Background: an optimization exercise with open tools, aiming at small area. Do not read the settings as production practice. RTL that was checked went through simulation tests only; none was proved equivalent to the original. Power is estimated from default activity; no workload was simulated.

== 07-01 ==
==> flow/design.v <==
module exec_unit (
  input  logic        clk,
  input  logic        reset,
  input  logic        valid_in,
  input  logic [3:0]  Aluop,
  input  logic [1:0]  SHTOp,
  input  logic [31:0] srca,
  input  logic [31:0] srcb,
  input  logic [4:0]  shamt,
  input  logic        shvar,
  input  logic        mfhi,
  input  logic        mflo,
  output logic [31:0] result,
  output logic        valid_out,
  output logic        overflow,
  output logic        busy,
  output logic [31:0] hi,
  output logic [31:0] lo
);
  logic [31:0] r_result;    
  logic        r_valid_out;
  logic        r_overflow;
  logic        r_busy;
  logic [31:0] r_hi;
  logic [31:0] r_lo;
  logic [4:0]  r_count;
  logic        r_is_div;
  logic        r_signed;
  logic        r_neg_q;     
  logic        r_neg_r;     
  logic        w_acc;
  logic        w_is_md;
  logic        w_md_signed;
  logic        w_a_neg;      
  logic        w_sub;
  logic        w_last;
  assign w_acc       = valid_in && !r_busy;
  assign w_is_md     = !mfhi && !mflo && (SHTOp == 2'b00) &&
                       ((Aluop[3:1] == 3'b101) || (Aluop[3:1] == 3'b110));
  assign w_md_signed = !Aluop[0];
  assign w_a_neg     = Aluop[2] && w_md_signed && srca[31];
  assign w_sub       = !Aluop[2] && (Aluop[1] ^ Aluop[3]);
  assign w_last      = (r_count == 5'd31);
  logic [32:0] w_a;
  logic [32:0] w_braw;
  logic        w_ben;
  logic        w_binv;
  logic        w_cin;
  logic [32:0] w_b;
  logic [32:0] w_g;
  logic [32:0] w_p;
  logic [33:0] w_c;
  logic [32:0] w_s;
  logic        w_m_en;
  logic        w_m_inv;
  assign w_m_en  = r_is_div ? !w_last : r_lo[0];
  assign w_m_inv = r_is_div ? (!(r_signed && r_result[31]) ^ r_neg_r) : (r_signed && w_last);
  logic        w_a_idle;
  logic        w_a_div;
  logic        w_a_mul;
  assign w_a_idle = !r_busy;
  assign w_a_div  = r_busy && r_is_div;
  assign w_a_mul  = r_busy && !r_is_div;
  assign w_a    = ({33{w_a_idle}} & {Aluop[0] && srca[31], srca}) |
                  ({33{w_a_div}}  & {r_hi, r_lo[31] || w_last}) |
                  ({33{w_a_mul}}  & {r_signed && r_hi[31], r_hi});
  assign w_braw = ({33{w_a_idle}} & {Aluop[0] && srcb[31], srcb}) |
                  ({33{r_busy}}   & {r_signed && r_result[31], r_result});
  assign w_ben  = r_busy ? w_m_en : !w_is_md;
  assign w_binv = r_busy ? (w_m_en && w_m_inv) : (w_is_md ? w_a_neg : w_sub);
  assign w_cin  = r_busy ? (w_m_en ? w_m_inv : (r_is_div && r_neg_r)) : (!w_is_md && w_sub);
  assign w_b = (w_braw & {33{w_ben}}) ^ {33{w_binv}};
  assign w_g = w_a & w_b;
  assign w_p = w_a ^ w_b;
  assign w_c[0] = w_cin;
  genvar k;
  for (k = 0; k < 8; k++) begin : g_cla
    logic [3:0] gg;
    logic [3:0] pp;
    logic       cg;
    assign gg = w_g[4*k +: 4];
    assign pp = w_p[4*k +: 4];
    assign cg = w_c[4*k];
    assign w_c[4*k+1] = gg[0] | (pp[0] & cg);
    assign w_c[4*k+2] = gg[1] | (pp[1] & gg[0]) | (pp[1] & pp[0] & cg);
    assign w_c[4*k+3] = gg[2] | (pp[2] & gg[1]) | (pp[2] & pp[1] & gg[0]) |
                        (pp[2] & pp[1] & pp[0] & cg);
    assign w_c[4*k+4] = gg[3] | (pp[3] & gg[2]) | (pp[3] & pp[2] & gg[1]) |
                        (pp[3] & pp[2] & pp[1] & gg[0]) | ((&pp) & cg);
  end
  assign w_c[33] = w_g[32] | (w_p[32] & w_c[32]);
  assign w_s = w_p ^ w_c[32:0];
  logic        w_alu;        
  logic        w_op;         
  logic        w_lui;
  logic        w_left;
  logic        w_fill;
  logic [4:0]  w_amt;
  logic [31:0] w_shin;
  logic [31:0] w_shr;
  logic [31:0] w_shl;
  assign w_alu  = !mfhi && !mflo;
  assign w_op   = w_alu && (SHTOp == 2'b00);
  assign w_lui  = (Aluop == 4'b1110);
  assign w_left = (SHTOp == 2'b01) || (SHTOp == 2'b00 && w_lui);
  assign w_fill = SHTOp[1] && SHTOp[0] && srcb[31];
  assign w_amt  = (SHTOp == 2'b00) ? {w_lui, 4'b0000} : (shvar ? srca[4:0] : shamt);
  always_comb begin
    logic [62:0] t;
    logic [4:0]  sa;
    sa = w_left ? ~w_amt : w_amt;
    t  = w_left ? {srcb, 31'd0} : {{31{w_fill}}, srcb};
    if (sa[4]) t = t >> 16;
    if (sa[3]) t = t >> 8;
    if (sa[2]) t = t >> 4;
    if (sa[1]) t = t >> 2;
    if (sa[0]) t = t >> 1;
    w_shr = t[31:0];
    w_shl = 32'd0;
  end
  logic        w_sel_hi;
  logic        w_sel_lo;
  logic        w_sel_shl;
  logic        w_sel_shr;
  logic        w_sel_sum;
  logic        w_sel_g;
  logic        w_sel_p;
  logic        w_sel_n;
  logic        w_sel_slt;
  logic [31:0] w_result;
  logic        w_overflow;
  assign w_sel_hi  = !r_busy && mfhi;
  assign w_sel_lo  = !r_busy && !mfhi && mflo;
  assign w_sel_shl = !r_busy && w_alu && w_left;
  assign w_sel_shr = !r_busy && w_alu && (w_left || (SHTOp != 2'b00) || w_is_md);
  assign w_sel_sum = !r_busy && w_op && (Aluop[3:2] == 2'b00);
  assign w_sel_g   = !r_busy && w_op && (Aluop[3:1] == 3'b010);                       
  assign w_sel_p   = !r_busy && w_op && (Aluop[3:2] == 2'b01) && Aluop[0];            
  assign w_sel_n   = !r_busy && w_op && (Aluop == 4'b0110);                           
  assign w_sel_slt = !r_busy && w_op && (Aluop[3:1] == 3'b100);
  assign w_result = ({32{r_busy}} & r_result) |
                    ({32{w_sel_hi}}  & r_hi) |
                    ({32{w_sel_lo}}  & r_lo) |
                    ({32{w_sel_shl}} & w_shl) |
                    ({32{w_sel_shr}} & w_shr) |
                    ({32{w_sel_sum}} & w_s[31:0]) |
                    ({32{w_sel_g}}   & srca & srcb) |
                    ({32{w_sel_p}}   & (srca ^ srcb)) |
                    ({32{w_sel_n}}   & ~srca & ~srcb) |
                    {31'd0, w_sel_slt && w_s[32]};
  assign w_overflow = w_op && (Aluop[3:2] == 2'b00) && Aluop[0] && (w_s[32] ^ w_s[31]);
  logic        w_d_zero;
  logic        w_d_one;      
  logic        w_n31;        
  logic        w_q31;
  logic        w_rem1;
  logic        w_neg_q;
  logic [31:0] w_hi_init;
  logic [31:0] w_lo_init;
  assign w_d_zero  = (srcb == 32'd0);
  assign w_d_one   = srcb[0] && ((srcb[31:1] == 31'd0) ||
                                 (w_md_signed && (srcb[31:1] == {31{1'b1}})));
  assign w_n31     = w_s[31] ^ w_a_neg;
  assign w_q31     = w_d_zero || (w_n31 && w_d_one);
  assign w_rem1    = w_n31 && !w_d_one;
  assign w_neg_q   = w_md_signed && (srca[31] ^ srcb[31]) && !w_d_zero;
  assign w_hi_init = Aluop[2] ? {{31{w_a_neg}}, w_rem1 ^ w_a_neg} : 32'd0;
  assign w_lo_init = Aluop[2] ? {w_s[30:0], w_q31 ^ w_neg_q} : w_s[31:0];
  logic        w_q;
  logic        w_qins;
  logic [31:0] w_lo_inc;
  logic        w_md_acc;
  logic        w_s_hold;
  logic        w_s_init;
  logic        w_s_dq;
  logic        w_s_dr;
  logic        w_s_sh;
  logic        w_s_dl;
  logic        w_s_ml;
  logic        w_s_fl;
  logic [31:0] w_hi_d;
  logic [31:0] w_lo_d;
  assign w_q    = w_s[32] ^ !r_neg_r;
  assign w_qins = w_q ^ r_neg_q;
  always_comb begin
    logic t;
    t = r_neg_q;
    for (int i = 0; i < 32; i++) begin
      w_lo_inc[i] = r_lo[i] ^ t;
      t = t & r_lo[i];
    end
  end
  assign w_md_acc = w_acc && w_is_md;
  assign w_s_hold = !reset && !r_busy && !w_md_acc;
  assign w_s_init = !reset && !r_busy && w_md_acc;
  assign w_s_dq   = !reset && w_a_div && !w_last && w_q;    
  assign w_s_dr   = !reset && w_a_div && !w_last && !w_q;   
  assign w_s_sh   = !reset && r_busy && (!r_is_div || w_last);
  assign w_s_dl   = !reset && w_a_div && !w_last;
  assign w_s_ml   = !reset && w_a_mul;
  assign w_s_fl   = !reset && w_a_div && w_last;
  assign w_hi_d = ({32{w_s_hold}} & r_hi) |
                  ({32{w_s_init}} & w_hi_init) |
                  ({32{w_s_dq}}   & w_s[31:0]) |
                  ({32{w_s_dr}}   & {r_hi[30:0], r_lo[31]}) |
                  ({32{w_s_sh}}   & w_s[32:1]);
  assign w_lo_d = ({32{w_s_hold}} & r_lo) |
                  ({32{w_s_init}} & w_lo_init) |
                  ({32{w_s_dl}}   & {r_lo[30:0], w_qins}) |
                  ({32{w_s_ml}}   & {w_s[0], r_lo[31:1]}) |
                  ({32{w_s_fl}}   & w_lo_inc);
  always_ff @(posedge clk) begin
    if (reset) begin
      r_valid_out <= 1'b0;
      r_busy      <= 1'b0;
      r_count     <= 5'd0;
    end else begin
      r_valid_out <= w_acc && !w_is_md;
      if (r_busy) begin
        r_count <= r_count + 5'd1;
        if (w_last) r_busy <= 1'b0;
      end else if (w_acc && w_is_md) begin
        r_busy <= 1'b1;
      end
    end
  end
  always_ff @(posedge clk) begin
    r_hi <= w_hi_d;
    r_lo <= w_lo_d;
  end
  always_ff @(posedge clk) begin
    r_overflow <= w_overflow;
    r_result <= w_result;
    r_is_div <= (r_busy && r_is_div) || (!r_busy && Aluop[2]);
    r_signed <= (r_busy && r_signed) || (!r_busy && w_md_signed);
    r_neg_q  <= (r_busy && r_neg_q)  || (!r_busy && w_neg_q);
    r_neg_r  <= (r_busy && r_neg_r)  || (!r_busy && w_a_neg);
  end
  assign result    = r_result;
  assign valid_out = r_valid_out;
  assign overflow  = r_overflow;
  assign busy      = r_busy;
  assign hi        = r_hi;
  assign lo        = r_lo;
endmodule
clock: 8.0 ns
lec_check: 0
abc_area: 1
cap_margin: 20
core_margin: 2
core_utilization: 40
slew_margin: 20
standard.sh (not shown) runs the stock make flow with config.mk's settings and CLKGATE_MAP_FILE= SYNTH_SCRIPT=/design/flow/synth_recipe.tcl, a recipe that flattens the netlist after the stock synthesis.
==> flow/flow/run.sh <==
#!/bin/bash
# The standard layout (the standard.sh: ORFS synthesis through finish)
# with two changes:
# - synthesis runs flow/synth.tcl, which is synth_recipe.tcl with an
#   area-oriented abc script for the combinational logic;
# - the port buffers that global placement inserts are buf_1, the smallest
#   buffer, instead of buffer_ports' default pick (clkdlybuf4s50_1).
# standard_flow.log in the work folder holds the whole make output; ORFS
# writes each tool's own log under orfs/logs/.
set -euo pipefail
W=$PWD
export BUFFER_PORTS_ARGS="-buffer_cell sky130_fd_sc_hd__buf_1"
export FLOW_SYNTH_TCL="$W/synth_recipe.tcl"
export MY_ABC_SCRIPT="$W/flow/abc_area.script"
bash standard.sh SYNTH_SCRIPT="$W/flow/synth.tcl" finish > "$W/standard_flow.log" 2>&1
==> flow/flow/abc_area.script <==
strash
dch
amap
topo
==> flow/flow/synth.tcl <==
# The standard synthesis script (synth_recipe.tcl, which sources ORFS's
# synth.tcl), with one change: the final abc technology mapping of the
# combinational logic runs flow/abc_area.script (area-oriented mapping with
# amap, no buffering or sizing: placement's repair_design and the timing
# repair steps buffer and size the netlist). Registers are untouched.
proc abc {args} {
  set i [lsearch -exact $args -script]
  if { $i >= 0 } { lset args [expr {$i + 1}] $::env(MY_ABC_SCRIPT) }
  puts "abc with flow/abc_area.script: $args"
  yosys abc {*}$args
}
source $::env(FLOW_SYNTH_TCL)
## Diff of input files: 10-06 against 07-01
--- a/flow/design.v
+++ b/flow/design.v
@@ -130,15 +130,14 @@
   logic [31:0] w_result;
   logic        w_overflow;
-  assign w_sel_hi  = !r_busy && mfhi;
-  assign w_sel_lo  = !r_busy && !mfhi && mflo;
-  assign w_sel_shl = !r_busy && w_alu && w_left;
-  assign w_sel_shr = !r_busy && w_alu && (w_left || (SHTOp != 2'b00) || w_is_md);
-  assign w_sel_sum = !r_busy && w_op && (Aluop[3:2] == 2'b00);
-  assign w_sel_g   = !r_busy && w_op && (Aluop[3:1] == 3'b010);                       
-  assign w_sel_p   = !r_busy && w_op && (Aluop[3:2] == 2'b01) && Aluop[0];            
-  assign w_sel_n   = !r_busy && w_op && (Aluop == 4'b0110);                           
-  assign w_sel_slt = !r_busy && w_op && (Aluop[3:1] == 3'b100);
-  assign w_result = ({32{r_busy}} & r_result) |
-                    ({32{w_sel_hi}}  & r_hi) |
+  assign w_sel_hi  = mfhi;
+  assign w_sel_lo  = !mfhi && mflo;
+  assign w_sel_shl = w_alu && w_left;
+  assign w_sel_shr = w_alu && (w_left || (SHTOp != 2'b00) || w_is_md);
+  assign w_sel_sum = w_op && (Aluop[3:2] == 2'b00);
+  assign w_sel_g   = w_op && (Aluop[3:1] == 3'b010);                       
+  assign w_sel_p   = w_op && (Aluop[3:2] == 2'b01) && Aluop[0];            
+  assign w_sel_n   = w_op && (Aluop == 4'b0110);                           
+  assign w_sel_slt = w_op && (Aluop[3:1] == 3'b100);
+  assign w_result = ({32{w_sel_hi}}  & r_hi) |
                     ({32{w_sel_lo}}  & r_lo) |
                     ({32{w_sel_shl}} & w_shl) |
@@ -231,9 +230,11 @@
   always_ff @(posedge clk) begin
     r_overflow <= w_overflow;
-    r_result <= w_result;
-    r_is_div <= (r_busy && r_is_div) || (!r_busy && Aluop[2]);
-    r_signed <= (r_busy && r_signed) || (!r_busy && w_md_signed);
-    r_neg_q  <= (r_busy && r_neg_q)  || (!r_busy && w_neg_q);
-    r_neg_r  <= (r_busy && r_neg_r)  || (!r_busy && w_a_neg);
+    if (!r_busy) begin
+      r_result <= w_result;
+      r_is_div <= Aluop[2];
+      r_signed <= w_md_signed;
+      r_neg_q  <= w_neg_q;
+      r_neg_r  <= w_a_neg;
+    end
   end
   assign result    = r_result;
- 07-01 tops out at a higher clock frequency than 10-06.
- Against 07-01, 10-06 comes in 0.13 ns lower on largest incremental delay on the critical path.
- 10-06 vs. 07-01: worst hold slack went down by 0.0093 ns.
- 10-06 -> 07-01: area after detailed placement flat
- | met2 layer usage reported by global route | 10-06 vs 07-01 | 3.2 points lower |
- Looking at proportion of power drawn by combinational gates across 10-06 and 07-01, the one that comes out lower is 10-06.
- Compared with 07-01, in 10-06 proportion of final cell area spent on non-clock buffers fell by 0.86 points, first-iteration DRC count fell about 4.4%, met3 routed wirelength dropped 7.0%, post-synthesis cell area +about 0.6%.
- On final critical path time including I/O delays and setup, 10-06 does worse than 07-01.
- Going from 07-01 to 10-06, the power was found to have gone up by 92 µW.
Only the layout flow was run in 07-01; the RTL was not checked for function there.

-- what the ideal ports hide --
The results above use ideal ports. As a check the final layouts listed here were re-extracted and re-timed, cells and wires unchanged. Step 1 sets driving cells, clkbuf_16 on the clock port and buf_2 on the other inputs (assumed; they add their load-dependent delay and slew). Step 2, shift: input delay + t, output delay - t, t = (earliest + latest rising clock arrival at the registers) / 2. This alone moves slack from input paths to output paths. a / b / c = ideal / step 1 / step 2; a / b = the first two.
| run | t, ns | setup WS [ns] | clock arrival spread, ns | worst register clock-pin slew, ns | cell pins on the clock port's net |
|---|---|---|---|---|---|
| 07-01 | 0.425 | 0.509 / 0.509 / 0.168 | 0.015 / 0.014 | 0.09 / 0.09 | 1 |
| 10-06 | 0.428 | 0.416 / 0.441 / 0.013 | 0.020 / 0.020 | 0.10 / 0.10 | 1 |
After both steps every run listed still meets setup and hold. The setup slack of 10-06, which loses most, moves by +0.025 ns with the drivers and by -0.403 ns with both steps.
